This is an optimization exercise on Yosys and OpenROAD, whose aim is small area, a short achievable clock period and few clock cycles per item, not a production implementation.
The RTL was checked by simulation tests, not by an equivalence proof against the original design.
Power figures rest on the tool's default switching activity, not on a simulated workload.

==> flow/design.v (excerpt) <==
module double_ended_queue_unit #(
  parameter int DEPTH = deq_pkg::DEQ_DEPTH,
  parameter int CNT_W = $clog2(DEPTH + 1)
) (
  input  logic                              clk,
  input  logic                              rst_n,
  input  logic                              in_valid,
  output logic                              in_ready,
  input  logic [1:0]                        in_func,
  input  logic signed [deq_pkg::WORD_W-1:0] in_value,
  output logic                              out_valid,
  input  logic                              out_ready,
  output logic signed [deq_pkg::WORD_W-1:0] out_popped,
  output logic [1:0]                        out_status,
  output logic [CNT_W-1:0]                  out_occupancy
);
  localparam int PTR_W = DEPTH / 2;   
  localparam int W     = deq_pkg::WORD_W;
  logic [CNT_W-1:0] cnt_r;
  logic             full_r, empty_r;
  logic [PTR_W-1:0] hd_r, bk_r;
  logic [DEPTH-1:0] hd_oh, bk_oh;
  logic             a1_valid_r;
  logic [DEPTH-1:0] a1_sel_r;
  logic             a1_pe_r;
  logic [1:0]       a1_status_r;
  logic [CNT_W-1:0] a1_occ_r;
  logic             a2_valid_r, in_ready_r;
  logic             a2_rdf_r, a2_rdb_r, a2_pe_r;
  logic [1:0]       a2_status_r;
  logic [CNT_W-1:0] a2_occ_r;
  logic             w_valid_r, w_blk_r, w_back_r;
  logic [W-1:0]     w_data_r;
  logic             out_valid_r;
  logic [W-1:0]     popped_r;
  logic [1:0]       status_r;
  logic [CNT_W-1:0] occ_r;
  logic             accept, push_ok, pop_f, pop_b;
  logic [DEPTH-1:0] new_sel, a2_sel;
  logic [1:0]       status_nxt;
  logic [CNT_W-1:0] occ_nxt;
  logic             out_free, a1_go, w_write;
  logic [W-1:0]     mem [DEPTH];
  logic [DEPTH-1:0] we;
  logic [W-1:0]     a1_word;
  assign in_ready = in_ready_r;
  assign accept   = in_valid && in_ready_r;   
  assign out_free = !out_valid_r || out_ready;
  assign a1_go    = out_free && a1_valid_r;
  assign push_ok  = accept && !in_func[1] && !full_r;
  assign pop_f    = accept && in_func[1] && !in_func[0] && !empty_r;
  ...
export LEC_CHECK = 0
export CAP_MARGIN = 20
export CORE_MARGIN = 2
export CORE_UTILIZATION = 40
export CTS_CLUSTER_DIAMETER = 60
export CTS_CLUSTER_SIZE = 25
export SETUP_SLACK_MARGIN = 3.0
export SLEW_MARGIN = 20
create_clock -name core_clock -period 5.0 [get_ports {clk}]
standard.sh (not shown) runs the stock make flow with config.mk's settings and CLKGATE_MAP_FILE= SYNTH_SCRIPT=/design/flow/synth_recipe.tcl, a recipe that flattens the netlist after the stock synthesis.
==> flow/flow/run.sh <==
#!/bin/bash
# The standard layout (standard.sh, all ORFS steps), except that the port
# buffers are buf_2 cells instead of the cell buffer_ports picks by itself.
# make's output goes to standard.log; each ORFS step logs under orfs/logs/.
set -euo pipefail
export BUFFER_PORTS_ARGS="-buffer_cell sky130_fd_sc_hd__buf_2"
bash standard.sh > standard.log 2>&1
Testbench counts at the start, summed over its fixed seeds: cycles 24,016, items 24,000.
Next try:
==> flow/flow/run.sh (replaced) <==
#!/bin/bash
set -euo pipefail
export BUFFER_PORTS_ARGS="-buffer_cell sky130_fd_sc_hd__buf_2"
export CTS_ARGS="-sink_clustering_enable -repair_clock_nets -sink_clustering_size 25 -sink_clustering_max_diameter 60 -dont_use_dummy_load"
bash standard.sh > standard.log 2>&1
- CORE_UTILIZATION: 40 -> 75
- PLACE_DENSITY: unset -> 0.85
Effect: Via count goes up by about 10%. Cell area goes down by about 2%. Utilization goes up by 40 points. Routed wire length goes up by 8.2%. Count of clock-buffer cells in the layout goes down by 9. Synthesized cell count stays the same.

---

Setup of rev 12:
Another version of the RTL of double_ended_queue_unit (not shown whole).
For scale: about 590 flip-flops.
Settings: LEC_CHECK=0, CAP_MARGIN=20, CORE_MARGIN=2, CORE_UTILIZATION=40, SETUP_SLACK_MARGIN=2.5, SLEW_MARGIN=20; clock period 5.0 ns.
==> flow/flow/run.sh <==
#!/bin/bash
# Standard layout, with the port buffers made from buf_2 cells instead of the
# cell buffer_ports picks by itself.
cp standard.sh standard_sh_copy.txt
export BUFFER_PORTS_ARGS="-buffer_cell sky130_fd_sc_hd__buf_2"
bash standard.sh > standard.log 2>&1
Rev 12: no failed stages, no open violations at the end
Testbench counts of rev 12, summed over its fixed seeds: cycles 24,008, items 24,000.
diff inputs: rev 12 => rev 13
==> flow/run.sh (new file) <==
#!/bin/bash
# synth_recipe.tcl (not shown) runs the flow's synth.tcl, then flattens the netlist and writes it again
# the make line also repeats each setting of config.mk as NAME=value (left out here)
make -C /OpenROAD-flow-scripts/flow DESIGN_CONFIG=/design/flow/config.mk WORK_HOME=/design/flow/orfs CLKGATE_MAP_FILE= SYNTH_SCRIPT=/design/flow/synth_recipe.tcl finish
removed: flow/flow/run.sh
removed: flow/standard.sh
--- outcome ---
- The lower part of the total power dissipated in combinational logic came out of rev 12.
- On worst slack at placement, rev 12 beats rev 13.
- Higher power attributed to the clock group goes to rev 13 over rev 12.
- Non-clock buffer share of cell area on rev 13 is up relative to rev 12.
- Looking at delay of the slowest cell on the worst path across rev 13 and rev 12, the one that comes out lower is rev 12.
- Detailed-routing wirelength on met1, rev 13 and rev 12: larger value in rev 12

---

harbor:
Another version of the RTL of double_ended_queue_unit (not shown whole).
Size: ~1300 cells after synthesis.
Settings: LEC_CHECK=0, CAP_MARGIN=20, CORE_MARGIN=2, CORE_UTILIZATION=55, CTS_CLUSTER_DIAMETER=70, CTS_CLUSTER_SIZE=32, PLACE_DENSITY=0.65, SETUP_SLACK_MARGIN=3.0, SLEW_MARGIN=20; clock period 5.0 ns.
==> flow/flow/run.sh <==
#!/bin/bash
set -euo pipefail
export BUFFER_PORTS_ARGS="-buffer_cell sky130_fd_sc_hd__buf_2"
export CTS_ARGS="-sink_clustering_enable -repair_clock_nets -sink_clustering_size 32 -sink_clustering_max_diameter 70 -dont_use_dummy_load"
bash standard.sh > standard.log 2>&1
Testbench counts of harbor, summed over its fixed seeds: cycles 24,016, items 24,000.
--- input diff harbor..cedar ---
Settings: changing CORE_UTILIZATION from 55 to 65; changing CTS_CLUSTER_DIAMETER from 70 to 60; changing CTS_CLUSTER_SIZE from 32 to 25; changing PLACE_DENSITY from 0.65 to 0.75.
==> flow/flow/run.sh <==
#!/bin/bash
set -euo pipefail
export BUFFER_PORTS_ARGS="-buffer_cell sky130_fd_sc_hd__buf_2"
export CTS_ARGS="-sink_clustering_enable -repair_clock_nets -sink_clustering_size 25 -sink_clustering_max_diameter 60 -dont_use_dummy_load"
bash standard.sh > standard.log 2>&1
==> comparison <==
- The number of buffers created by CTS of cedar is higher than that of harbor.
- Diff harbor -> cedar: number of clock buffers in the layout now larger; global-route usage grew by 5.4 points; power moved up.
- harbor leaves less setup margin than cedar.
- First-pass GRT wire length ends up lower on harbor.
- Clock-cell share of area: harbor and cedar compared, lower one is harbor

-- what the ideal ports hide --
The results above use ideal ports. As a check the final layouts listed here were re-extracted and re-timed, cells and wires unchanged. Step 1, drivers: a clkbuf_16 drives clk and a buf_2 each remaining input, both assumed. Step 2 also shifts input and output timing later by t, the mid clock arrival at the registers, as if the neighbouring blocks saw the same clock. a / b / c = no drivers / after step 1 / after step 2; a / b = the first two.
| run | shift t [ns] | setup slack, ns | worst slew at a driven data input, ns |
|---|---|---|---|
| the first run of note 1 | 0.635 | 2.855 / 2.794 / 2.491 | 0.04 |
| the second run of note 1 | 0.592 | 2.743 / 2.775 / 2.183 | 0.05 |
| rev 12 | 0.672 | 2.335 / 2.341 / 1.669 | 0.10 |
| rev 13 | 0.673 | 2.392 / 2.357 / 1.718 | 0.14 |
| harbor | 0.657 | 2.784 / 2.729 / 2.424 | 0.03 |
| cedar | 0.589 | 2.893 / 2.837 / 2.468 | 0.05 |
After both steps setup and hold are still met in every run listed. For rev 13, which loses most, drivers alone change the setup slack by -0.035 ns; drivers and shift together by -0.674 ns.
